From an optimization exercise on the open Yosys and OpenROAD flow, aimed at a short achievable clock period and few clock cycles per item; shortcuts taken in it are not production practice.
Only simulation tests tie the RTL to the original design; equivalence was not proved.
Power figures rest on the tool's default switching activity, not on a simulated workload.

==> design.v <==
package cpuIsaPkg;
	typedef enum logic [31-27:0] {
		opNop  = 5'd0,
		opAdd  = 5'd1,
		opSub  = 5'd2,
		opAnd  = 5'd3,
		opOr   = 5'd4,
		opAddi = 5'd5,
		opAndi = 5'd6,
		opOri  = 5'd7,
		opLdi  = 5'd8,
		opOut  = 5'd9
	} opcodeT;
	typedef logic [4-1:0] regSelT;
	typedef logic [18:0] immT;
	typedef logic [32-1:0] wordT;
endpackage
package cpuCtrlPkg;
	localparam int OUT_DEPTH = 5;
	localparam int HALF = 16;
endpackage
`timescale 1ns/100ps
module selectEncode (
	input  logic [32-1:0] ir,
	output logic                   isRR,
	output logic                   isImm,
	output logic                   isLdi,
	output logic                   isOut,
	output logic                   isSub,
	output logic                   isAnd,
	output logic                   isOr
);
	logic [31-27:0] op;
	assign op    = ir[31:27];
	assign isRR  = (op == cpuIsaPkg::opAdd) || (op == cpuIsaPkg::opSub) || (op == cpuIsaPkg::opAnd) || (op == cpuIsaPkg::opOr);
	assign isImm = (op == cpuIsaPkg::opAddi) || (op == cpuIsaPkg::opAndi) || (op == cpuIsaPkg::opOri) || (op == cpuIsaPkg::opLdi);
	assign isLdi = (op == cpuIsaPkg::opLdi);
	assign isOut = (op == cpuIsaPkg::opOut);
	assign isSub = (op == cpuIsaPkg::opSub);
	assign isAnd = (op == cpuIsaPkg::opAnd) || (op == cpuIsaPkg::opAndi);
	assign isOr  = (op == cpuIsaPkg::opOr) || (op == cpuIsaPkg::opOri);
endmodule
`timescale 1ns/100ps
module registerFile (
	input  logic                      clock,
	input  logic                      arstN,
	input  logic [16-1:0]     wsel,
	input  logic [32-1:0]    wdata,
	input  logic [16-1:0]     selA,
	input  logic [16-1:0]     selB,
	output logic [32-1:0]    rdA,
	output logic [32-1:0]    rdB
);
	logic [32-1:0] regs [16];
	always_ff @(posedge clock or negedge arstN) begin
		if (!arstN) begin
			for (int i = 0; i < 16; i++) begin
				regs[i] <= '0;
			end
		end else begin
			for (int i = 0; i < 16; i++) begin
				if (wsel[i]) begin
					regs[i] <= wdata;
				end
			end
		end
	end
	always_comb begin
		rdA = '0;
		rdB = '0;
		for (int i = 0; i < 16; i++) begin
			rdA = rdA | ({32{selA[i]}} & regs[i]);
			rdB = rdB | ({32{selB[i]}} & regs[i]);
		end
	end
endmodule
`timescale 1ns/100ps
module aluUnit #(
	parameter int H = 16
) (
	input  logic [H-1:0] aReg,
	input  logic [H-1:0] bReg,
	input  logic [H-1:0] z,
	input  logic         fwdA,
	input  logic         fwdB,
	input  logic         cin,
	input  logic         selNN,
	input  logic         selZB,
	input  logic         selAZ,
	input  logic         selAnZ,
	input  logic         selZZa,
	input  logic         selZZs,
	input  logic         selAnd,
	input  logic         selOr,
	output logic [H-1:0] bOut,
	output logic [H-1:0] result,
	output logic         cout
);
	logic [H-1:0] a;
	logic [H-1:0] b;
	logic [H+1:0] sumNN, sumZB, sumAZ, sumAnZ;
	assign sumNN  = {1'b0, aReg, cin} + {1'b0, bReg, cin};
	assign sumZB  = {1'b0, z, cin}    + {1'b0, bReg, cin};
	assign sumAZ  = {1'b0, aReg, cin} + {1'b0, z, cin};
	assign sumAnZ = {1'b0, aReg, cin} + {1'b0, ~z, cin};
	assign a    = fwdA ? z : aReg;
	assign b    = fwdB ? z : bReg;
	assign bOut = b;
	assign result = ({H{selNN}}  & sumNN[H:1])
	              | ({H{selZB}}  & sumZB[H:1])
	              | ({H{selAZ}}  & sumAZ[H:1])
	              | ({H{selAnZ}} & sumAnZ[H:1])
	              | ({H{selZZa}} & {z[H-2:0], cin})
	              | ({H{selZZs}} & {H{~cin}})
	              | ({H{selAnd}} & (a & b))
	              | ({H{selOr}}  & (a | b));
	assign cout = (selNN  & sumNN[H+1])
	            | (selZB  & sumZB[H+1])
	            | (selAZ  & sumAZ[H+1])
	            | (selAnZ & sumAnZ[H+1])
	            | (selZZa & z[H-1])
	            | (selZZs & cin);
endmodule
`timescale 1ns/100ps
module controlUnit (
	input  logic                   clock,
	input  logic                   arstN,
	input  logic                   acceptOut,
	input  logic                   push,
	input  logic [32-1:0] pushData,
	output logic                   instrReady,
	output logic [32-1:0] outData,
	output logic                   outValid,
	input  logic                   outReady
);
	localparam int N = cpuCtrlPkg::OUT_DEPTH;
	logic [32-1:0] q  [N];
	logic [N-1:0]           qv;
	logic [32-1:0] s  [N];
	logic [N-1:0]           sv;
	logic                   pop;
	logic                   headHold;
	logic [32-1:0] head, headCopy, headNext;
	logic [N:0]             owed;
	logic [N:0]             owedNext;
	assign pop = qv[0] & outReady;
	always_comb begin
		for (int k = 0; k < N; k++) begin
			if (pop) begin
				s[k]  = (k == N-1) ? q[k] : q[k+1];
				sv[k] = (k == N-1) ? 1'b0 : qv[k+1];
			end else begin
				s[k]  = q[k];
				sv[k] = qv[k];
			end
		end
	end
	always_comb begin
		case ({acceptOut, pop})
			2'b10:   owedNext = {owed[N-1:0], 1'b1};
			2'b01:   owedNext = {1'b0, owed[N:1]};
			default: owedNext = owed;
		endcase
	end
	always_comb begin
		if (push && !sv[0])
			headNext = pushData;
		else
			headNext = s[0];
	end
	assign headHold = qv[0] & !outReady;
	always_ff @(posedge clock) begin
		head <= headHold ? headCopy : headNext;
		if (push || pop) begin
			headCopy <= headNext;
		end
		for (int k = 1; k < N; k++) begin
			if (push && !sv[k] && sv[k-1]) begin
				q[k] <= pushData;
			end else begin
				q[k] <= s[k];
			end
		end
	end
	always_ff @(posedge clock or negedge arstN) begin
		if (!arstN) begin
			qv         <= '0;
			owed       <= '0;
			instrReady <= 1'b0;
		end else begin
			for (int k = 0; k < N; k++) begin
				qv[k] <= push && !sv[k] && (k == 0 || sv[k-1]) ? 1'b1 : sv[k];
			end
			owed       <= owedNext;
			instrReady <= !owedNext[N-1];
		end
	end
	assign q[0]     = head;
	assign outData  = head;
	assign outValid = qv[0];
endmodule
`timescale 1ns/100ps
module cpuTop (
	input  logic                   clock,
	input  logic                   arstN,
	input  logic [32-1:0] instrData,
	input  logic                   instrValid,
	output logic                   instrReady,
	output logic [32-1:0] outData,
	output logic                   outValid,
	input  logic                   outReady
);
	localparam int H = cpuCtrlPkg::HALF;
	localparam int W = 32;
	logic accept;
	logic            pRR, pImm, pLdi, pOut, pSub, pAnd, pOr;
	logic [4-1:0] pa, pb, pc, pbSel;
	logic            pZeroA, pUseB;
	cpuIsaPkg::wordT ir;
	logic            vD;
	logic            isRR, isImm, isOut, isSub, isAnd, isOr;
	logic            zeroA, useB;
	logic [16-1:0] selA, selB, dstOH;
	logic            h1A, h1B, h2A, h2B, h3A, h3B;
	cpuIsaPkg::wordT immExt;
	cpuIsaPkg::wordT rdA, rdB;
	logic            wrD, addT;
	cpuIsaPkg::wordT aNext, bNext;
	logic [H-1:0]    aL1, bL1;
	logic [W-H-1:0]  aH1, bH1;
	logic            f1A1, f1B1, h2A1, h2B1, sub1;
	logic            sNN1, sZB1, sAZ1, sAnZ1, sZZa1, sZZs1, sAnd1, sOr1;
	logic            wen1, out1;
	logic [4-1:0] dst1;
	logic [16-1:0] dstOH1;
	logic [H-1:0]    bOutL, resL;
	logic            coutL;
	logic [H-1:0]    zL;
	logic [W-H-1:0]  aH2, bH2;
	logic            c16;
	logic            f1A2, f1B2;
	logic            sNN2, sZB2, sAZ2, sAnZ2, sZZa2, sZZs2, sAnd2, sOr2;
	logic            wen2, out2;
	logic [4-1:0] dst2;
	logic [16-1:0] dstOH2;
	logic [H-1:0]    outL;
	logic [W-H-1:0]  bOutH, resH;
	logic            coutH;
	logic [W-H-1:0]  zH;
	logic [H-1:0]    zL2;
	logic [16-1:0] dstOHW;
	assign accept = instrValid & instrReady;
	selectEncode u_selectEncode (
		.ir(instrData), .isRR(pRR), .isImm(pImm), .isLdi(pLdi), .isOut(pOut),
		.isSub(pSub), .isAnd(pAnd), .isOr(pOr)
	);
	assign pa     = instrData[26:23];
	assign pb     = instrData[22:19];
	assign pc     = instrData[18:15];
	assign pbSel  = pOut ? pa : pc;
	assign pZeroA = pLdi & (pb == '0);
	assign pUseB  = !pImm;
	always_ff @(posedge clock) begin
		ir    <= instrData;
		isRR  <= pRR;
		isImm <= pImm;
		isOut <= pOut;
		isSub <= pSub;
		isAnd <= pAnd;
		isOr  <= pOr;
		zeroA <= pZeroA;
		useB  <= pUseB;
		for (int i = 0; i < 16; i++) begin
			selA[i]  <= (pb == i) & !pZeroA;
			selB[i]  <= (pbSel == i);
			dstOH[i] <= (pa == i) & (pRR | pImm);
		end
		h1A <= wrD  & (ir[26:23] == pb) & !pZeroA;
		h1B <= wrD  & (ir[26:23] == pbSel) & pUseB;
		h2A <= wen1 & (dst1 == pb) & !pZeroA;
		h2B <= wen1 & (dst1 == pbSel) & pUseB;
		h3A <= wen2 & (dst2 == pb);
		h3B <= wen2 & (dst2 == pbSel);
	end
	always_ff @(posedge clock or negedge arstN) begin
		if (!arstN) begin
			vD <= 1'b0;
		end else begin
			vD <= accept;
		end
	end
	assign immExt = {{(W - 18 - 1){ir[18]}}, ir[18:0]};
	assign wrD    = vD & (isRR | isImm);
	assign addT   = !isAnd & !isOr;
	registerFile u_registerFile (
		.clock(clock), .arstN(arstN),
		.wsel(dstOHW), .wdata({zH, zL2}),
		.selA(selA), .selB(selB),
		.rdA(rdA), .rdB(rdB)
	);
	always_comb begin
		if (zeroA)
			aNext = '0;
		else if (h2A)
			aNext = {rdA[W-1:H], zL};
		else if (h3A)
			aNext = {zH, zL2};
		else
			aNext = rdA;
		if (isImm)
			bNext = immExt;
		else if (h2B)
			bNext = {rdB[W-1:H], zL};
		else if (h3B)
			bNext = {zH, zL2};
		else
			bNext = rdB;
		if (isSub)
			bNext = ~bNext;
	end
	always_ff @(posedge clock) begin
		aL1 <= aNext[H-1:0];
		bL1 <= bNext[H-1:0];
		aH1 <= aNext[W-1:H];
		bH1 <= bNext[W-1:H];
	end
	always_ff @(posedge clock) begin
		f1A1  <= h1A;
		f1B1  <= h1B;
		h2A1  <= h2A & !h1A;
		h2B1  <= h2B & !h1B;
		sub1  <= isSub;
		sNN1  <= addT & !h1A & !h1B;
		sZB1  <= addT & h1A & !h1B;
		sAZ1  <= addT & !h1A & h1B & !isSub;
		sAnZ1 <= addT & !h1A & h1B & isSub;
		sZZa1 <= addT & h1A & h1B & !isSub;
		sZZs1 <= addT & h1A & h1B & isSub;
		sAnd1 <= isAnd;
		sOr1  <= isOr;
		dst1  <= ir[26:23];
	end
	always_ff @(posedge clock or negedge arstN) begin
		if (!arstN) begin
			wen1  <= 1'b0;
			out1  <= 1'b0;
			dstOH1 <= '0;
		end else begin
			wen1  <= wrD;
			out1  <= vD & isOut;
			dstOH1 <= vD ? dstOH : '0;
		end
	end
	aluUnit #(.H(H)) u_aluLow (
		.aReg(aL1), .bReg(bL1), .z(zL),
		.fwdA(f1A1), .fwdB(f1B1), .cin(sub1),
		.selNN(sNN1), .selZB(sZB1), .selAZ(sAZ1), .selAnZ(sAnZ1),
		.selZZa(sZZa1), .selZZs(sZZs1), .selAnd(sAnd1), .selOr(sOr1),
		.bOut(bOutL), .result(resL), .cout(coutL)
	);
	always_ff @(posedge clock) begin
		zL   <= resL;
		outL <= bOutL;
		aH2  <= h2A1 ? zH : aH1;
		bH2  <= h2B1 ? (sub1 ? ~zH : zH) : bH1;
	end
	always_ff @(posedge clock) begin
		c16   <= coutL;
		f1A2  <= f1A1;
		f1B2  <= f1B1;
		sNN2  <= sNN1;
		sZB2  <= sZB1;
		sAZ2  <= sAZ1;
		sAnZ2 <= sAnZ1;
		sZZa2 <= sZZa1;
		sZZs2 <= sZZs1;
		sAnd2 <= sAnd1;
		sOr2  <= sOr1;
		dst2  <= dst1;
	end
	always_ff @(posedge clock or negedge arstN) begin
		if (!arstN) begin
			wen2  <= 1'b0;
			out2  <= 1'b0;
			dstOH2 <= '0;
		end else begin
			wen2  <= wen1;
			out2  <= out1;
			dstOH2 <= dstOH1;
		end
	end
	aluUnit #(.H(W-H)) u_aluHigh (
		.aReg(aH2), .bReg(bH2), .z(zH),
		.fwdA(f1A2), .fwdB(f1B2), .cin(c16),
		.selNN(sNN2), .selZB(sZB2), .selAZ(sAZ2), .selAnZ(sAnZ2),
		.selZZa(sZZa2), .selZZs(sZZs2), .selAnd(sAnd2), .selOr(sOr2),
		.bOut(bOutH), .result(resH), .cout(coutH)
	);
	always_ff @(posedge clock) begin
		zH  <= resH;
		zL2 <= zL;
	end
	always_ff @(posedge clock or negedge arstN) begin
		if (!arstN) begin
			dstOHW <= '0;
		end else begin
			dstOHW <= dstOH2;
		end
	end
	controlUnit u_controlUnit (
		.clock(clock), .arstN(arstN),
		.acceptOut(accept & pOut),
		.push(out2), .pushData({bOutH, outL}),
		.instrReady(instrReady),
		.outData(outData), .outValid(outValid), .outReady(outReady)
	);
endmodule
==> flow/run.sh <==
#!/bin/bash
# The standard layout, with timing repair aimed at a 2.7 ns clock (a
# setup margin of 5.8 ns on the design's 8.5 ns period) instead of the
# period itself. The make output goes to make.log in the work folder; each
# ORFS step keeps its own log under orfs/logs.
set -euo pipefail
bash standard.sh SETUP_SLACK_MARGIN=5.8 finish > make.log 2>&1
==> standard.sh <==
#!/bin/bash
# synth_recipe.tcl (not shown) runs the flow's synth.tcl, then flattens the netlist and writes it again
# the make line also repeats each setting of config.mk as NAME=value (left out here)
make -C /OpenROAD-flow-scripts/flow DESIGN_CONFIG=/design/flow/config.mk WORK_HOME=/design/flow/orfs CLKGATE_MAP_FILE= SYNTH_SCRIPT=/design/flow/synth_recipe.tcl "${@:-finish}"
==> config.mk <==
export PLATFORM = sky130hd
export DESIGN_NAME = cpuTop
export DESIGN_NICKNAME = cpuTop
export VERILOG_FILES = /design/flow/design.v
export SDC_FILE = /design/flow/constraint.sdc
export NUM_CORES = 4
export LEC_CHECK = 0
export CAP_MARGIN = 20
export CORE_MARGIN = 2
export CORE_UTILIZATION = 35
export CTS_CLUSTER_DIAMETER = 80
export CTS_CLUSTER_SIZE = 25
export SLEW_MARGIN = 20
==> constraint.sdc <==
create_clock -name core_clock -period 8.5 [get_ports {clock}]
set_input_delay 1.7000 -clock core_clock [delete_from_list [all_inputs] [get_ports {clock}]]
set_output_delay 1.7000 -clock core_clock [all_outputs]
set_load 0.01 [all_outputs]
==> results of run 1 <==
## per-stage QoR
stage | worst slack [ps] | power (mW) | area, sq um
CTS | 5560 | 12.4 | 55900
finish | 5610 | 12.6 | 56700
detailed placement | 3700 | 9.28 | 53200
floorplan | 5360 | 8.20 | 50900
global route | 5530 | 13.2 | 56700
global placement | 3720 | 9.22 | 53100
## routing by layer
layer | global-route usage (%) | vias to the layer above | routed length [microns] | share of wire (%)
met3 | 5.72 | 425 | 17400 | 11
li1 | - | 16500 | - | -
met5 | 0 | - | 0 | 0
met1 | 30.5 | 18900 | 71100 | 43
met4 | 7.44 | 0 | 6080 | 3.7
met2 | 32.2 | 2010 | 70100 | 43
## sequential cells by signal, summed over array words and instances, names as in the netlist, 16 cells and up
register and cells:
u_controlUnit.head 32, dstOH2 16, dstOH 16, aL1 16, bL1 16, aH1 16, zL 16, ir 23
u_registerFile.regs 512, bH2 16, aH2 16, zL2 16, u_controlUnit.q 128, selB 16, bH1 16, dstOH1 16
outL 16, u_controlUnit.headCopy 32, selA 16, zH 16, dstOHW 16
## cell families after synthesis
logic type / Yosys count
AO/OA/AOI/OAI: 1140
flip-flops: 1045
AND/OR/NAND/NOR: 772
multiplexers: 715
buffers and inverters: 442
XOR/XNOR: 140
adder cells (fa/ha/maj): 134
## power breakdown
| group | internal [mW] | leakage [nW] | switching (mW) |
|---|---|---|---|
| registers | 5.68 | 11.9 | 0.742 |
| clock network | 1.21 | 0.752 | 1.71 |
| logic | 1.47 | 11.2 | 1.79 |
## final cells by class
cell class / instances / area [sq um] / share of cell area, %
multi-input cells: 2905 / 24400 / 43.0
well taps: 1890 / 2360 / 4.17
repair inverters: 1 / 8.76 / 0.0154
diodes: 2 / 5.00 / 0.00882
clock buffers: 76 / 1390 / 2.45
repair buffers: 263 / 2350 / 4.13
inverters: 100 / 418 / 0.737
flip-flops and latches: 1045 / 25600 / 45.1
clock inverters: 13 / 201 / 0.355
## worst min path at each step
stage,start,endpoint
floorplan,isSub$_DFF_P_,sub1$_DFF_P_
global route,dstOH2[5]$_DFF_PN0_,dstOHW[5]$_DFF_PN0_
finish,dstOH2[10]$_DFF_PN0_,dstOHW[10]$_DFF_PN0_
detailed placement,dstOH2[12]$_DFF_PN0_,dstOHW[12]$_DFF_PN0_
CTS,dstOH2[10]$_DFF_PN0_,dstOHW[10]$_DFF_PN0_
global placement,dstOH2[0]$_DFF_PN0_,dstOHW[0]$_DFF_PN0_
## cell usage after synthesis (95+ instances only)
cell type and number:
a21oi_1 189, a221oi_1 100, a22oi_1 250, clkbuf_1 263, dfrtp_1 577, dfxtp_1 308, edfxtp_1 160, ha_1 126
inv_1 99, mux2_2 659, nand2_1 140, nand3_1 180, nor2_1 221, o21ai_0 145, xnor2_1 95
## cell usage in the layout, fill, tap and decap left out, types with 101 or more instances in the layout
cell type  instances
buf_4            166
nor2_1           214
ha_1             101
dfxtp_1          210
nand3_1          179
a21oi_1          166
nand2_1          131
dfrtp_1          560
edfxtp_1         160
a22oi_1          250
mux2_2           626
## what timing repair did
item,4_1_cts,5_1_grt
setup endpoints to repair,453,272
gates cloned,4,2
buffers inserted,59,36
gates resized for setup,370,136
hold buffers,0,0
pin swaps,52,68
==> impl_metrics.toml, run 1 <==
[timing]
fmax_ghz = 0.345
setup_viol = 0
finClkSkew_ps = 59.6
slew_headroom_pct = 16.0
fin_crit_sh_pct = 34.1
finalHoldViolCount = 0
tightest_slew_ps = 1260
rsz0062_at_grt = "yes"
finalSetupTns_ps = 0
final.min_clock_period_ps = 2890
whs_ps = 347
drv_slew = 0

[job]
maxCapViolations = 0

[drt]
drtAntennaViolNets = 0
routedWlPerCell_microns = 26.2
drt-pass1-iter-count = 8
drt_wl_total_microns = 165000
vias = 37900
drt_iter0_drc = 4650
drc_errors = 0
vias_per_cell = 6.01

[cts]
insertion_delay_ps = 710
cts_buffers = 51
cts-root-buf = "clkbuf_16"
cts_tree = "built"
cts_max_level = 2
clk_path_buf_depth = 3
numClockSinks = 1045
cts.clk_slew.worst_paths_ps = 100

[synthesis]
seq_area_frac_synth_pct = 50.7
syn-cell-area_sq_um = 50100
synthMuxAreaShare_pct = 15.9
synth-simple-area-share_pct = 7.45
synthTopCellsByArea = "dfrtp_1 29%, mux2_2 15%, dfxtp_1 12%, edfxtp_1 9.6%, a22oi_1 3.7%"
synth_fa_ha_area_share_pct = 3.46
synth_flop_cell = "dfrtp_1"
async_reset_ff_share_pct = 55.2
synthXorXnorAreaFrac_pct = 2.45
avgSynthCellArea_sq_um = 11.4
ys_seq_elements = 1045
yosysWarnings = 8
postSynthNetCount = 4558
syn-instance-count = 4388
synth_compound_area_share_pct = 16.7
synth.largest_area_cell = "dfrtp_1"
synth_cell_types = 77
synth_top_family_by_area = "compound AO/OA/AOI/OAI gates"
yosysTopAreaCellShare_pct = 28.8
synth_edf_count = 160

[placed_design]
dp_hpwl_microns = 95000
dp.cells = 6103
globalplace.congestion = 0.861
io_buffers = 69

[floorplanning]
start_util_pct = 35.3
top_level_ports = 70
die_x_microns = 382
dieArea_sq_um = 146000
core_sq_um = 142000
rows = 138
dieHeight_microns = 382

[worst_setup_path]
r2r_end = "zH[15]$_DFF_P_"
path_buf_inv = 1
worstPathCellList = "buf_6"
slowest_stage = "dfrtp_2"
crit_cells = 1
critical_path_class = "reg -> out"
cp.required_ps = 6800
cpPeakStageDelay_ps = 420
crit_path_end_kind = "output pin"
crit_start = "u_controlUnit.qv[0]$_DFF_PN0_"
rr_worst_depth = 12
r2r-start = "zH[0]$_DFF_P_"
cp-endpoint = "outValid"
critPathArrivalTime_ps = 1190
r2r_slack_ps = 5630
critical-path-top-delay-family = "flip-flops"
crit_fanout = 2
cp-start-kind = "flop"

[final_layout]
areaGrowthSynthToFinish_pct = 13.2
n_fill_cell = 13600
final_util_pct = 40.0
final_nets = 4537
final_cells = 6295
layout-drive-gt1-share_pct = 29.2

[worst_hold_path]
min_path_cells = 0
hp-class = "reg -> reg"

[global_route]
grt_pass1_wl_microns = 242000
grt_max_degree = 147
grt_pass1_vias = 36700
grt.total_usage_pct = 21.7
antenna_found_initial = 0
overflow = 0

[power_and_ir_drop]
p_per_area_nw_per_um2 = 222
irDropWorstVdd_mv = 0.232
p_leak_nw = 23.9

[status]
status = "timing/DRC/antenna clean"
Testbench counts, summed over its fixed seeds: cycles 16,032, instrs 16,000.
==> run 2, diff against run 1 <==
--- a/config.mk
+++ b/config.mk
@@ -9,5 +9,6 @@
 export CORE_MARGIN = 2
-export CORE_UTILIZATION = 35
+export CORE_UTILIZATION = 55
 export CTS_CLUSTER_DIAMETER = 80
 export CTS_CLUSTER_SIZE = 25
+export PLACE_DENSITY = 0.75
 export SLEW_MARGIN = 20
==> run 2 against run 1 <==
  * Still clean
  * Global-route usage rose by 10 points
  * Via count increased by 1.9%
  * Synthesized cell count is the same
  * Clock skew decreased by 16 ps
  * Hold slack worse by 2.1 ps
  * Final area down 1.6%
  * Utilization grew 22 points
  * Sequential power about the same
  * Power down 0.55%
  * Non-clock buffer count fell by 4
  * Critical path type unchanged
  * Largest cell class unchanged
==> impl_metrics.toml, run 2 <==
[floorplanning]
dieArea_sq_um = 93600
top_level_ports = 70
rows = 110
die_x_microns = 306
dieHeight_microns = 306
start_util_pct = 55.6
core_sq_um = 90100

[worst_setup_path]
r2r_end = "zL[15]$_DFF_P_"
r2r-start = "zL[0]$_DFF_P_"
rr_worst_depth = 10
slowest_stage = "dfrtp_1"
cpPeakStageDelay_ps = 400
worstPathCellList = "buf_2"
critical-path-top-delay-family = "flip-flops"
r2r_slack_ps = 5650
crit_fanout = 2
cp.required_ps = 6800
critical_path_class = "reg -> out"
cp-start-kind = "flop"
path_buf_inv = 1
crit_path_end_kind = "output pin"
critPathArrivalTime_ps = 1190

[placed_design]
dp.cells = 5381
io_buffers = 69
globalplace.congestion = 0.894
dp_hpwl_microns = 86700

[final_layout]
regMostFlops = "u_registerFile.regs"
antenna_cells = 0
largest_reg_flops = 512
layout_common_cells = "626 x mux2_2, 560 x dfrtp_1, 250 x a22oi_1, 217 x nor2_1, 206 x dfxtp_1"
final_nets = 4533
largestRegisters = "u_registerFile.regs x512, u_controlUnit.q x128"
layout-drive-gt1-share_pct = 28.6
areaGrowthSynthToFinish_pct = 11.3
final_cells = 5581
layout_commonest_cell = "mux2_2"

[timing]
slew_headroom_pct = 25.7
fin_crit_sh_pct = 33.9
drv_slew = 0
fmax_ghz = 0.347
finalHoldViolCount = 0
finalSetupTns_ps = 0
tightest_slew_ps = 1110
rsz0062_at_grt = "yes"
final.min_clock_period_ps = 2890
finClkSkew_ps = 43.1
setup_viol = 0

[cts]
cts_buffers = 50
insertion_delay_ps = 680
cts_max_level = 2
numClockSinks = 1045
cts_hold_buffers = 0
cts_tree = "built"
clk_path_buf_depth = 3
cts.clk_slew.worst_paths_ps = 100
cts-root-buf = "clkbuf_16"

[power_and_ir_drop]
p_per_area_nw_per_um2 = 225
irDropWorstVdd_mv = 0.156
p_leak_nw = 23.9
finalPower_mw = 12.5

[synthesis]
syn-cell-area_sq_um = 50100
async_reset_ff_share_pct = 55.2
synth-simple-area-share_pct = 7.45
synth_top_family_by_area = "compound AO/OA/AOI/OAI gates"
synth_fa_ha_area_share_pct = 3.46
synth.largest_area_cell = "dfrtp_1"
postSynthNetCount = 4558
ys_seq_elements = 1045
avgSynthCellArea_sq_um = 11.4
yosysMostFrequentCell = "mux2_2"
synth_cell_types = 77
yosysWarnings = 8
synth_edf_count = 160
synth_flop_cell = "dfrtp_1"
synthTopCellsByArea = "dfrtp_1 29%, mux2_2 15%, dfxtp_1 12%, edfxtp_1 9.6%, a22oi_1 3.7%"
seq_area_frac_synth_pct = 50.7
synth_common_cells = "659 x mux2_2, 577 x dfrtp_1, 308 x dfxtp_1, 263 x clkbuf_1, 250 x a22oi_1"
synth_compound_area_share_pct = 16.7
yosysTopAreaCellShare_pct = 28.8
syn-instance-count = 4388
synthMuxAreaShare_pct = 15.9
synthXorXnorAreaFrac_pct = 2.45

[drt]
vias_per_cell = 6.91
drt-pass1-iter-count = 10
drc_errors = 0
vias = 38600
routedWlPerCell_microns = 27.6
drt_wl_total_microns = 154000
drtAntennaViolNets = 0
drt_iter0_drc = 5714

[worst_hold_path]
hp-start = "dstOH2[5]$_DFF_PN0_"
min_path_cells = 0
hp-class = "reg -> reg"
whs_endpoint = "dstOHW[5]$_DFF_PN0_"

[global_route]
grt_max_degree = 185
grt.total_usage_pct = 31.7
grt_pass1_wl_microns = 228000
antenna_found_initial = 4
overflow = 0
grt_pass1_vias = 37400

[status]
status = "timing/DRC/antenna clean"

[job]
maxCapViolations = 0
-- run 2: cell counts after synthesis --
Identical to the previous run, type by type.
-- run 2: power breakdown --
| group | switching (mW) | internal [mW] |
|---|---|---|
| registers | 0.718 | 5.69 |
| clock network | 1.65 | 1.20 |
| logic | 1.78 | 1.51 |
| total | 4.14 | 8.40 |
-- run 2: routing by layer --
layer	vias up	wire, microns	share of wire, %	track usage (%)
met1	18900	59800	39	42.3
met4	6	7820	5.1	13.5
met2	2547	67100	44	48.4
met5	-	48	0.031	0.620
met3	607	19200	12	8.94
li1	16500	-	-	-
-- run 2: worst max-delay path by stage --
stage	slack, ps	from	cells after the start	endpoint
final	5610	u_controlUnit.instrReady$_DFF_PN0_	1	instrReady
after global routing	5560	u_controlUnit.instrReady$_DFF_PN0_	1	instrReady
after CTS	5580	u_controlUnit.instrReady$_DFF_PN0_	1	instrReady
after detailed placement	3680	outReady	7	u_controlUnit.q[3][28]$_DFFE_PP_
after global placement	3740	outReady	7	u_controlUnit.q[3][28]$_DFFE_PP_
after floorplan	5360	instrData[28]	6	h2B$_DFF_P_
-- run 2: cells by family (layout without fill, tap and decap cells) --
| kind of cell | after synthesis | count (layout) |
|---|---|---|
| flops | 1045 | 1045 |
| xor+xnor | 140 | 140 |
| buf+inv | 442 | 454 |
| compound gates | 1140 | 1140 |
| mux | 715 | 715 |
| fa+ha+maj | 134 | 134 |
| simple gates | 772 | 777 |
-- run 2: cell type report --
cell class	instances	area (sq um)
Timing Repair inverter	1	8.76
Tap cell	1176	1470
Timing Repair Buffer	259	2420
Inverter	100	433
Clock inverter	10	116
Multi-Input combinational cell	2906	24300
Sequential cell	1045	25600
Fill cell	6985	34300
Clock buffer	84	1440
-- run 2: through the flow --
| stage | cell area, sq um | hold WS (ps) | setup WS (ps) | util (%) |
|---|---|---|---|---|
| after floorplan | 50900 | 329 | 5360 | - |
| after global placement | 52200 | 331 | 3740 | 57.9 |
| after detailed placement | 52200 | 335 | 3680 | 57.9 |
| after CTS | 55000 | 349 | 5580 | 61.0 |
| after global routing | 55800 | 348 | 5560 | 61.9 |
| final | 55800 | 345 | 5610 | 61.9 |
-- run 2: timing repair --
item / 4_1_cts / 5_1_grt
setup buffers: 63 / 32
gates resized for setup: 377 / 132
hold endpoints to repair: 0 / 0
endpoints found under the setup margin: 427 / 399
cloned: 6 / 5
pin swaps: 39 / 60
==> run 3, diff against run 2 <==
--- a/config.mk
+++ b/config.mk
@@ -9,6 +9,6 @@
 export CORE_MARGIN = 2
-export CORE_UTILIZATION = 55
+export CORE_UTILIZATION = 45
 export CTS_CLUSTER_DIAMETER = 80
 export CTS_CLUSTER_SIZE = 25
-export PLACE_DENSITY = 0.75
+export PLACE_DENSITY = 0.65
 export SLEW_MARGIN = 20
==> run 3 against run 2 <==
  * Critical path type unchanged
  * Area after synthesis unchanged
  * Global-route usage decreased by 4.5 points
  * Flip-flop and latch count unchanged
  * Still clean on timing, DRC and antenna
  * Die area increased by 22%
  * Wire length increased by 3.2%
==> impl_metrics.toml, run 3 <==
[timing]
drv_slew = 0
finalHoldViolCount = 0
fin_crit_sh_pct = 34.8
fmax_ghz = 0.339
finalSetupTns_ps = 0
worst_slack_ps = 5550
setup_viol = 0
slew_headroom_pct = 22.0
rsz0062_at_grt = "yes"
tightest_slew_ps = 1140
final.min_clock_period_ps = 2950
finClkSkew_ps = 33.3

[final_layout]
regMostFlops = "u_registerFile.regs"
layout_common_cells = "626 x mux2_2, 560 x dfrtp_1, 248 x a22oi_1, 215 x nor2_1, 212 x dfxtp_1"
largest_reg_flops = 512
areaGrowthSynthToFinish_pct = 11.7
final_nets = 4517
largestRegisters = "u_registerFile.regs x512, u_controlUnit.q x128"
layout_commonest_cell = "mux2_2"
layout-drive-gt1-share_pct = 28.4

[placed_design]
io_buffers = 69
preCtsSetupSlack_ps = 3670
globalplace.congestion = 0.856
dp_hpwl_microns = 90100

[floorplanning]
die_x_microns = 338
start_util_pct = 45.4
dieHeight_microns = 338
rows = 122
dieArea_sq_um = 114000
top_level_ports = 70
core_sq_um = 111000

[worst_setup_path]
cp.required_ps = 6800
critPathArrivalTime_ps = 1250
path_buf_inv = 1
crit_fanout = 2
crit_path_end_kind = "output pin"
worstPathCellList = "buf_2"
cp-start-kind = "flop"
slowest_stage = "dfrtp_1"
critical_path_class = "reg -> out"
critical-path-top-delay-family = "flip-flops"
cpPeakStageDelay_ps = 430

[synthesis]
synth_edf_count = 160
yosysMostFrequentCell = "mux2_2"
seq_area_frac_synth_pct = 50.7
syn-instance-count = 4388
yosysWarnings = 8
synthTopCellsByArea = "dfrtp_1 29%, mux2_2 15%, dfxtp_1 12%, edfxtp_1 9.6%, a22oi_1 3.7%"
postSynthNetCount = 4558
syn-cell-area_sq_um = 50100
synth_common_cells = "659 x mux2_2, 577 x dfrtp_1, 308 x dfxtp_1, 263 x clkbuf_1, 250 x a22oi_1"
yosysTopAreaCellShare_pct = 28.8
avgSynthCellArea_sq_um = 11.4
ys_seq_elements = 1045
async_reset_ff_share_pct = 55.2
synth.largest_area_cell = "dfrtp_1"
synth_cell_types = 77
synth_flop_cell = "dfrtp_1"

[cts]
insertion_delay_ps = 690
cts-root-buf = "clkbuf_16"
cts_buffers = 51
cts_max_level = 2
cts_tree = "built"
numClockSinks = 1045
cts.clk_slew.worst_paths_ps = 100
cts_hold_buffers = 0
clk_path_buf_depth = 3

[global_route]
grt.total_usage_pct = 27.1
grt_pass1_wl_microns = 235000
grt_pass1_vias = 36700
antenna_found_initial = 5
grt_max_degree = 186
overflow = 0

[drt]
drt_wl_total_microns = 159000
drc_errors = 0
drt-pass1-iter-count = 12
drt_iter0_drc = 4737
vias_per_cell = 6.43
routedWlPerCell_microns = 27.0
drtAntennaViolNets = 0
vias = 37800

[job]
maxCapViolations = 0

[power_and_ir_drop]
p_per_area_nw_per_um2 = 224
irDropWorstVdd_mv = 0.175
p_leak_nw = 23.8

[worst_hold_path]
hp-class = "reg -> reg"

[status]
status = "timing/DRC/antenna clean"
==> run 3: report_power, final <==
| part | total, mW | switching [mW] | leakage (nW) | internal, mW |
|---|---|---|---|---|
| registers | 6.41 | 0.723 | 11.9 | 5.69 |
| clock network | 2.92 | 1.70 | 0.773 | 1.22 |
| logic | 3.23 | 1.76 | 11.1 | 1.47 |
| total | 12.6 | 4.18 | 23.8 | 8.38 |
==> run 3: cell families (layout without fill, tap and decap cells) <==
kind of cell               count (synthesis)  count (layout)  synth area share, %
buffers and inverters                    442             439                 3.34
DFF                                     1045            1045                 50.7
AOI/OAI and AO/OA                       1140            1141                 16.7
other                                      0               2                    0
xor gates and xnor gates                 140             140                 2.45
muxes                                    715             715                 15.9
adders and majority gates                134             134                 3.46
and+or+nand+nor                          772             776                 7.45
==> run 3: area by class of cell <==
cell class | instances | area (sq um)
antenna | 2 | 5.00
tap | 1488 | 1860
clock buffer | 84 | 1460
timing repair buffer | 242 | 2210
timing repair inverter | 1 | 8.76
sequential | 1045 | 25600
clock inverter | 12 | 141
inverter | 100 | 425
fill | 9791 | 54500
multi-input combinational | 2906 | 24300
==> run 3: metrics by stage <==
step | utilization (%) | cells | area, sq um | hold slack [ps] | power (mW)
after floorplan | - | 4388 | 50900 | 329 | 8.20
after global placement | 47.6 | 5698 | 52600 | 331 | 9.17
after detailed placement | 47.6 | 5699 | 52600 | 335 | 9.24
after CTS | 50.0 | 5845 | 55200 | 349 | 12.3
after global routing | 50.7 | 5878 | 56000 | 356 | 13.1
final | 50.7 | 5880 | 56000 | 347 | 12.6
==> run 3: final timing paths <==
path | startpoint | end | slack [ps] | cells past startpoint
setup / recovery | u_controlUnit.instrReady$_DFF_PN0_ | instrReady | 5550 | 1
hold / removal | dstOH2[13]$_DFF_PN0_ | dstOHW[13]$_DFF_PN0_ | 350 | 0
setup reg to reg | aL1[0]$_SDFF_PP0_ | zL[15]$_DFF_P_ | 5660 | 10
hold reg to reg | dstOH2[13]$_DFF_PN0_ | dstOHW[13]$_DFF_PN0_ | 350 | 0
max in group asynchronous | arstN | u_registerFile.regs[6][4]$_DFFE_PN0P_ | 6020 | 2
min in group asynchronous | arstN | u_controlUnit.qv[1]$_DFF_PN0_ | 1020 | 1
==> run 3: per-layer routing <==
layer | vias up | track usage (%) | routed length (microns)
li1 | 16500 | - | -
met1 | 18800 | 37.3 | 65700
met2 | 2069 | 41.2 | 68500
met3 | 425 | 7.17 | 18300
met4 | 2 | 9.92 | 6370
met5 | - | 0 | 18
==> run 3: timing repair <==
action | in CTS | in global routing
pin swaps | 43 | 54
endpoints found under the setup margin | 435 | 335
gates cloned | 3 | 5
buffers inserted | 47 | 27
hold endpoints to repair | 0 | 0
resized for setup | 361 | 116
==> run 4, diff against run 3 <==
==> run.sh (new file) <==
#!/bin/bash
# synth_recipe.tcl (not shown) runs the flow's synth.tcl, then flattens the netlist and writes it again
# the make line also repeats each setting of config.mk as NAME=value (left out here)
make -C /OpenROAD-flow-scripts/flow DESIGN_CONFIG=/design/flow/config.mk WORK_HOME=/design/flow/orfs CLKGATE_MAP_FILE= SYNTH_SCRIPT=/design/flow/synth_recipe.tcl finish
--- a/config.mk
+++ b/config.mk
@@ -9,6 +9,6 @@
 export CORE_MARGIN = 2
-export CORE_UTILIZATION = 45
+export CORE_UTILIZATION = 35
 export CTS_CLUSTER_DIAMETER = 80
 export CTS_CLUSTER_SIZE = 25
-export PLACE_DENSITY = 0.65
+export SETUP_SLACK_MARGIN = 5
 export SLEW_MARGIN = 20
removed: flow/run.sh
removed: standard.sh
==> run 4 against run 3 <==
  * Setup slack got worse by 460 ps
  * First-iteration DRC count increased by 5.8%
  * Synthesized cell count unchanged
  * Still clean on timing, DRC and antenna
  * Hold slack got worse by 2.0 ps
  * Via count decreased by 0.96%
  * Sequential share of layout area increased by 0.95 points
  * Highest routed layer unchanged
  * Wire length increased by 1.5%
  * Utilization decreased by 12 points
  * Critical path depth unchanged
  * Die area increased by 28%
  * Cell count increased by 5.6%
==> impl_metrics.toml, run 4 <==
[timing]
drv_slew = 0
finalHoldViolCount = 0
final.min_clock_period_ps = 3410
tightest_slew_ps = 1250
worst_slack_ps = 5090
fin_crit_sh_pct = 40.1
slew_headroom_pct = 14.3
rsz0062_at_grt = "yes"
fmax_ghz = 0.293
finClkSkew_ps = 32.7
finalSetupTns_ps = 0
setup_viol = 0

[global_route]
overflow = 0
grt_pass1_vias = 36500
grt_pass1_wl_microns = 240000
use_met1_pct = 29.7
grt_max_degree = 185
grt.total_usage_pct = 21.4
use_met3_pct = 6.60
met2_usage_pct = 31.2
busiest_layer = "met2"
antenna_found_initial = 8

[synthesis]
postSynthNetCount = 4558
synth_common_cells = "659 x mux2_2, 577 x dfrtp_1, 308 x dfxtp_1, 263 x clkbuf_1, 250 x a22oi_1"
yosysWarnings = 8
ys_seq_elements = 1045
yosysMostFrequentCell = "mux2_2"
async_reset_ff_share_pct = 55.2
synth_cell_types = 77
avgSynthCellArea_sq_um = 11.4
synthTopCellsByArea = "dfrtp_1 29%, mux2_2 15%, dfxtp_1 12%, edfxtp_1 9.6%, a22oi_1 3.7%"
synth_edf_count = 160
yosysTopAreaCellShare_pct = 28.8
seq_area_frac_synth_pct = 50.7
syn-instance-count = 4388
synth.largest_area_cell = "dfrtp_1"
syn-cell-area_sq_um = 50100
synth_flop_cell = "dfrtp_1"

[final_layout]
largestRegisters = "u_registerFile.regs x512, u_controlUnit.q x128"
final_nets = 4443
layout-drive-gt1-share_pct = 21.8
largest_reg_flops = 512
ff_latch_area_sq_um = 25500
finalInstanceArea_sq_um = 54600
layout_commonest_cell = "mux2_2"
areaGrowthSynthToFinish_pct = 9.00
regMostFlops = "u_registerFile.regs"
multi_input_area_sq_um = 23200
final_cells = 6209
n_fill_cell = 13700
layout_common_cells = "659 x mux2_2, 561 x dfrtp_1, 269 x dfxtp_1, 250 x a22oi_1, 220 x nor2_1"

[power_and_ir_drop]
p_per_area_nw_per_um2 = 224
intPower_mw = 8.19
p_comb_share_pct = 23.2
p_switching_mw = 4.08
p_leak_nw = 23.0
p_sw_share_pct = 33.2
irDropWorstVdd_mv = 0.207
power_frac_seq_pct = 52.3
p_clk_share_pct = 24.5
finalPower_mw = 12.3

[worst_setup_path]
crit_fanout = 7
crit_path_end_kind = "output pin"
critPathArrivalTime_ps = 1710
worstPathCellList = "clkdlybuf4s50_1"
crit_cells = 1
critical_path_class = "reg -> out"
cpPeakStageDelay_ps = 580
cp.required_ps = 6800
cp-start-kind = "flop"
path_buf_inv = 1
rr_worst_depth = 10
slowest_stage = "clkdlybuf4s50_1"
critical-path-top-delay-family = "buffers and inverters"

[job]
maxCapViolations = 0

[drt]
drtAntennaViolNets = 0
routedWlPerCell_microns = 26.0
vias = 37500
drt_iter0_drc = 5014
drt_wl_total_microns = 161000
drc_errors = 0
drt-pass1-iter-count = 10
vias_per_cell = 6.03

[worst_hold_path]
min_path_cells = 0
hp-class = "reg -> reg"

[floorplanning]
die_x_microns = 382
rows = 138
top_level_ports = 70
core_sq_um = 142000
dieArea_sq_um = 146000
start_util_pct = 35.3
dieHeight_microns = 382

[cts]
cts_tree = "built"
cts.clk_slew.worst_paths_ps = 100
cts-root-buf = "clkbuf_16"
cts_max_level = 2
numClockSinks = 1045
clk_path_buf_depth = 3
cts_hold_buffers = 0
cts_buffers = 52
insertion_delay_ps = 690

[placed_design]
dp.cells = 6101
globalplace.congestion = 0.856
dpl_cell_area_sq_um = 52800
preCtsSetupSlack_ps = 3020
dp_hpwl_microns = 93000
io_buffers = 69

[status]
status = "timing/DRC/antenna clean"
-- run 4: cell count changes in the layout (fill, tap and decap cells not counted), sizes merged --
cell | previous run | this run
and2 | 25 | 26
buf | 206 | 101
clkbuf | 90 | 84
clkdlybuf4s15 | 2 | 0
clkdlybuf4s50 | 24 | 68
clkinv | 6 | 2
clkinvlp | 5 | 1
diode | 2 | 3
dlygate4sd2 | 3 | 0
dlymetal6s2s | 1 | 0
inv | 102 | 111
nand2 | 142 | 140
o21ai | 147 | 148
or2 | 12 | 10
-- run 4: metal layers --
layer | vias up | part of all wire [%] | wire [microns]
li1 | 16300 | - | -
met1 | 18600 | 42 | 68500
met2 | 2062 | 42 | 67700
met3 | 433 | 12 | 18800
met4 | 8 | 3.8 | 6150
met5 | - | 0.035 | 56
-- run 4: kinds of logic (layout without fill, tap and decap cells) --
family | count (synthesis) | in the layout | share of synthesized area, %
AOI/OAI and AO/OA | 1140 | 1142 | 16.7
xor gates and xnor gates | 140 | 140 | 2.45
adders and majority gates | 134 | 134 | 3.46
buffers and inverters | 442 | 367 | 3.34
DFF | 1045 | 1045 | 50.7
muxes | 715 | 715 | 15.9
other | 0 | 3 | 0
and+or+nand+nor | 772 | 773 | 7.45
-- run 4: final cells by class --
class / instances / share of cell area [%]
Antenna cell: 3 / 0.0137
Multi-Input combinational cell: 2904 / 42.5
Sequential cell: 1045 / 46.6
Inverter: 100 / 0.694
Timing Repair Buffer: 170 / 2.75
Tap cell: 1890 / 4.33
Clock buffer: 83 / 2.79
Clock inverter: 14 / 0.282
-- run 4: power by group through the flow --
stage	logic (mW)	registers (mW)	clock network, mW
floorplan	2.02	6.16	0
global placement	2.72	6.47	0
detailed placement	2.78	6.47	0
CTS	2.79	6.37	3.08
global route	3.12	6.49	3.25
finish	2.85	6.41	3.01
-- run 4: worst paths after layout --
check	start	end	slack, ps
max in group asynchronous	arstN	dstOHW[4]$_DFF_PN0_	5790
worst max register to register	zH[1]$_DFF_P_	zH[15]$_DFF_P_	5140
worst min register to register	dstOH2[6]$_DFF_PN0_	dstOHW[6]$_DFF_PN0_	350
worst max-delay path	u_controlUnit.qv[0]$_DFF_PN0_	outValid	5090
worst min-delay path	dstOH2[6]$_DFF_PN0_	dstOHW[6]$_DFF_PN0_	350
min in group asynchronous	arstN	u_registerFile.regs[14][4]$_DFFE_PN0P_	1040
-- run 4: timing repair --
item	4_1_cts	5_1_grt
pin swaps	3	0
setup buffers	3	1
endpoints found under the setup margin	177	139
gates resized for setup	18	10
gates cloned	2	1
-- run 4: per-stage QoR --
stage	hold WS, ps	utilization, %
finish	345	38.5
global route	361	38.5
global placement	332	37.2
detailed placement	335	37.2
floorplan	329	-
CTS	353	38.4

[static timing again, ports no longer ideal]
The flow's constraints put no driver on any port. The routed layouts listed below were extracted and timed again, unchanged, in two steps.
Step 1: set_driving_cell puts a clkbuf_16 on clock and a buf_2 on each other input, an assumption about the parent block.
Step 2 also shifts input and output timing later by t, the mid clock arrival at the registers, as if the neighbouring blocks saw the same clock.
Slacks: ideal ports / drivers / drivers and shift; pairs: ideal ports / drivers.
run	t, ns	setup slack, ns	latest minus earliest clock arrival (ns)
run 1	0.758	5.605 / 5.528 / 5.148	0.063 / 0.063
run 2	0.722	5.614 / 5.546 / 5.115	0.047 / 0.047
run 3	0.744	5.546 / 5.470 / 5.181	0.041 / 0.041
run 4	0.754	5.088 / 5.009 / 4.393	0.038 / 0.039
After both steps setup and hold are still met in every run listed. The setup slack of run 4, which loses most, moves by -0.079 ns with the drivers and by -0.695 ns with both steps.
